This design comes from an exercise in tuning for small area on the open sky130 flow, not from production work.
The RTL was checked by simulation tests, not by an equivalence proof against the original design.
No driver is modelled on the clock port, so clocking that relies on it looks cheaper here than on a real chip.
Power figures rest on the tool's default switching activity, not on a simulated workload.

old:
// calc_top
module calc_top
#(
    parameter int SCAN_DIV        = 128,
    parameter int DEBOUNCE_CYCLES = 100,
    parameter int REFRESH_DIV     = 8
) (
    input  wire logic       sys_clk,
    input  wire logic       sys_rst_n,
    input  wire logic [3:0] key_row,    
    output logic [3:0]      key_col,    
    output logic [5:0]      seg_sel,
    output calc_pkg::seg_code_t       seg_code
);
==> module row_debounce, before the edit <==
module row_debounce #(
    parameter int DEBOUNCE_CYCLES = 100
) (
    input  wire logic sys_clk,
    input  wire logic sys_rst_n,
    input  wire logic row_raw,
    output logic      row_stable
);
    logic       sync_meta;
    logic       sync_q;
    logic [6:0] stable_cnt;
    logic       differ;
    logic       done;
    assign differ = sync_q ^ row_stable;
    assign done   = stable_cnt[6] & ~stable_cnt[5] & stable_cnt[4] &
                    stable_cnt[2] & stable_cnt[0];
    always_ff @(posedge sys_clk or negedge sys_rst_n) begin
        if (!sys_rst_n) begin
            sync_meta  <= 1'b0;
            sync_q     <= 1'b0;
            row_stable <= 1'b0;
        end else begin
            sync_meta <= row_raw;
            sync_q    <= sync_meta;
            if (differ && done) begin
                row_stable <= sync_q;
            end
        end
    end
    always_ff @(posedge sys_clk) begin
        if (differ && !done) begin
            stable_cnt <= {stable_cnt[5:0], stable_cnt[6] ^ stable_cnt[5]};
        end else begin
            stable_cnt <= 7'b0000001;
        end
    end
endmodule
==> flow/config.mk <==
export PLATFORM = sky130hd
export DESIGN_NAME = calc_top
export DESIGN_NICKNAME = calc_top
export VERILOG_FILES = /design/flow/design.v
export SDC_FILE = /design/flow/constraint.sdc
export NUM_CORES = 4
export LEC_CHECK = 0
export CAP_MARGIN = 20
export CORE_MARGIN = 2
export CORE_UTILIZATION = 65
export PLACE_DENSITY = 0.75
export SLEW_MARGIN = 20
==> flow/constraint.sdc <==
create_clock -name core_clock -period 75.0 [get_ports {sys_clk}]
set_input_delay 15.0000 -clock core_clock [delete_from_list [all_inputs] [get_ports {sys_clk}]]
set_output_delay 15.0000 -clock core_clock [all_outputs]
set_load 0.01 [all_outputs]
standard.sh (not shown) runs the stock make flow with config.mk's settings and CLKGATE_MAP_FILE= SYNTH_SCRIPT=/design/flow/synth_recipe.tcl, a recipe that flattens the netlist after the stock synthesis.
==> flow/flow/run.sh <==
#!/bin/bash
# The standard layout with three changes:
#  - synthesis: synth_recipe.tcl unchanged, except that ABC maps with
#    flow/abc_area.script (registers are untouched by ABC);
#  - a lighter clock tree (small leaf buffers, no dummy loads), with the
#    leaf buffers whose sinks see a slow edge upsized (flow/fix_clock.tcl);
#  - single-drive port buffers.
# Every tool's output goes to the ORFS logs under orfs/logs; the make output
# goes to standard.log.
set -e
export AREA_ABC_SCRIPT="$PWD/flow/abc_area.script"
{ head -n 1 synth_recipe.tcl; cat flow/abc_wrap.tcl; tail -n +2 synth_recipe.tcl; } > area_synth.tcl
sed "s#SYNTH_SCRIPT=[^ ]*#SYNTH_SCRIPT=$PWD/area_synth.tcl#" standard.sh > area_standard.sh
export CTS_ARGS="-sink_clustering_enable -repair_clock_nets -dont_use_dummy_load -buf_list sky130_fd_sc_hd__clkbuf_4 -root_buf sky130_fd_sc_hd__clkbuf_8"
export POST_CTS_TCL="$PWD/flow/fix_clock.tcl"
export BUFFER_PORTS_ARGS="-buffer_cell sky130_fd_sc_hd__buf_1"
bash area_standard.sh > standard.log 2>&1
Other scripts of this flow, unchanged in this note and not shown: flow/flow/abc_area.script, flow/flow/abc_wrap.tcl, flow/flow/fix_clock.tcl
### old -> new
diff --git a/flow/design.v b/flow/design.v
--- a/flow/design.v
+++ b/flow/design.v
@@ -52,20 +52,24 @@
 ) (
     input  wire logic sys_clk,
     input  wire logic sys_rst_n,
     input  wire logic row_raw,
     output logic      row_stable
 );
+    localparam logic [6:0] POL = 7'b0101010;    
     logic       sync_meta;
     logic       sync_q;
-    logic [6:0] stable_cnt;
+    logic [6:0] cnt_q;         
+    logic [6:0] cnt;           
     logic       differ;
     logic       done;
+    logic       run;
+    assign cnt    = cnt_q ^ POL;
     assign differ = sync_q ^ row_stable;
-    assign done   = stable_cnt[6] & ~stable_cnt[5] & stable_cnt[4] &
-                    stable_cnt[2] & stable_cnt[0];
+    assign done   = cnt[6] & ~cnt[5] & cnt[4] & cnt[2] & cnt[0];
+    assign run    = differ & ~done;
     always_ff @(posedge sys_clk or negedge sys_rst_n) begin
         if (!sys_rst_n) begin
             sync_meta  <= 1'b0;
             sync_q     <= 1'b0;
             row_stable <= 1'b0;
         end else begin
@@ -74,16 +78,16 @@
             if (differ && done) begin
                 row_stable <= sync_q;
             end
         end
     end
     always_ff @(posedge sys_clk) begin
-        if (differ && !done) begin
-            stable_cnt <= {stable_cnt[5:0], stable_cnt[6] ^ stable_cnt[5]};
+        if (run) begin
+            cnt_q <= {cnt[5:0], cnt[6] ^ cnt[5]} ^ POL;
         end else begin
-            stable_cnt <= 7'b0000001;
+            cnt_q <= 7'b0000001 ^ POL;
         end
     end
 endmodule
 `default_nettype wire
 `timescale 1ns/10ps
 `default_nettype none
### Flow results
- Every stage of the flow completed for new, and the final layout passed the timing, design-rule and antenna checks.
- old has higher setup slack after placement than new.
- Re count of buffers inserted at the top-level ports: no difference whatsoever between new and old.
- Detailed-route vias per instance (new over old): increase, 0.45%
- The final cell count of new is lower than that of old.
- new vs old, met3 capacity usage during global routing went up by 1.0 points.
- Looking only at design area, and setting everything else aside, the lower value of new and old goes to new.
- Compared with old, wire length on met2 in new decreased slightly.
- Comparing new and old, the lower arrival time of the worst setup path is on old.
- Routed wire in new totals less than in old.

* * *

calc_top again, from the RTL that the note above started with.
Settings: LEC_CHECK=0, CAP_MARGIN=20, CORE_MARGIN=2, CORE_UTILIZATION=65, PLACE_DENSITY=0.75, SLEW_MARGIN=20; clock period 75.0 ns.
==> flow/flow/abc_area.script <==
strash
dch -f
amap
&get -n
&st
&dch -f
&nf -R 1000 -F 8 -A 4
&put
topo
stime -c
dnsize -c
==> flow/flow/abc_wrap.tcl <==
# Map the combinational logic with an area-oriented ABC script
# (flow/abc_area.script): the clock period leaves ample slack, so the
# standard script's delay-driven mapping, buffering and upsizing are dropped.
proc abc {args} {
  set i [lsearch -exact $args -script]
  if { $i >= 0 } {
    lset args [expr { $i + 1 }] $::env(AREA_ABC_SCRIPT)
  }
  yosys abc {*}$args
}
==> flow/flow/fix_clock.tcl <==
estimate_parasitics -placement
set fixed 0
foreach inst [get_cells *] {
  set master [get_property $inst ref_name]
  if { ![string match "sky130_fd_sc_hd__clkbuf_*" $master] } { continue }
  if { ![string match "clkbuf_*" [get_property $inst full_name]] } { continue }
  set opin [get_pins -of_objects $inst -filter "direction==output"]
  set worst 0.0
  foreach pin [get_pins -of_objects [get_nets -of_objects $opin] -filter "direction==input"] {
    if { [get_property $pin name] != "CLK" } { continue }
    set slew [get_property $pin slew_max]
    if { $slew > $worst } { set worst $slew }
  }
  if { $worst > 0.100 } {
    set bigger ""
    if { $master == "sky130_fd_sc_hd__clkbuf_2" } { set bigger sky130_fd_sc_hd__clkbuf_4 }
    if { $master == "sky130_fd_sc_hd__clkbuf_4" } { set bigger sky130_fd_sc_hd__clkbuf_8 }
    if { $master == "sky130_fd_sc_hd__clkbuf_8" } { set bigger sky130_fd_sc_hd__clkbuf_16 }
    if { $bigger != "" } {
      puts "fix_clock: [get_property $inst full_name] $master -> $bigger (worst sink slew $worst)"
      replace_cell $inst $bigger
      incr fixed
    }
  }
}
if { $fixed > 0 } {
  detailed_placement
  check_placement -verbose
  estimate_parasitics -placement
}
puts "fix_clock: $fixed clock buffers upsized"
Scripts as last shown in full above: flow/flow/run.sh
The baseline completed without violations.
Next try:
--- a/flow/design.v
+++ b/flow/design.v
@@ -62,6 +62,5 @@
     logic       done;
     assign differ = sync_q ^ row_stable;
-    assign done   = stable_cnt[6] & ~stable_cnt[5] & stable_cnt[4] &
-                    stable_cnt[2] & stable_cnt[0];
+    assign done   = (stable_cnt == 7'b1001011);
     always_ff @(posedge sys_clk or negedge sys_rst_n) begin
         if (!sys_rst_n) begin
@@ -79,7 +78,7 @@
     always_ff @(posedge sys_clk) begin
         if (differ && !done) begin
-            stable_cnt <= {stable_cnt[5:0], stable_cnt[6] ^ stable_cnt[5]};
+            stable_cnt <= {stable_cnt[5:0], ~(stable_cnt[6] ^ stable_cnt[5])};
         end else begin
-            stable_cnt <= 7'b0000001;
+            stable_cnt <= '0;
         end
     end
What happened: Routed wire length went down by 0.64%. Power drops by about 0.43%. Flip-flop and latch count stays the same. Sequential share of layout area barely changes. Sequential power hardly moves. Die area barely changes. Core utilization increases by 0.12 points. First-iteration DRC count came out lower by 13%.

## separate check: timing with driven ports
In the flow no input, the clock included, has a driving cell. The finished layouts below were timed again as built, in two steps. Step 1 assumes that a clkbuf_16 drives the clock port and a buf_2 every other input. Step 2 adds t to the input delays and takes it off the output delays; t is the mean of the earliest and latest rising clock arrival at the registers after step 1. Input paths then give back, and output paths get back, about the clock's delay inside the block. Three values: no drivers, after step 1, after step 2; two values: the first two.
run	shift t [ns]	setup slack, ns	worst hold slack (ns)
old	0.438	57.470 / 57.434 / 57.872	0.365 / 0.365 / 0.365
new	0.446	57.432 / 57.396 / 57.842	0.351 / 0.351 / 0.351
the first run of note 2	0.442	57.482 / 57.447 / 57.888	0.357 / 0.357 / 0.357
the second run of note 2	0.447	57.653 / 57.619 / 58.066	0.363 / 0.363 / 0.363
After both steps every run listed still meets setup and hold.
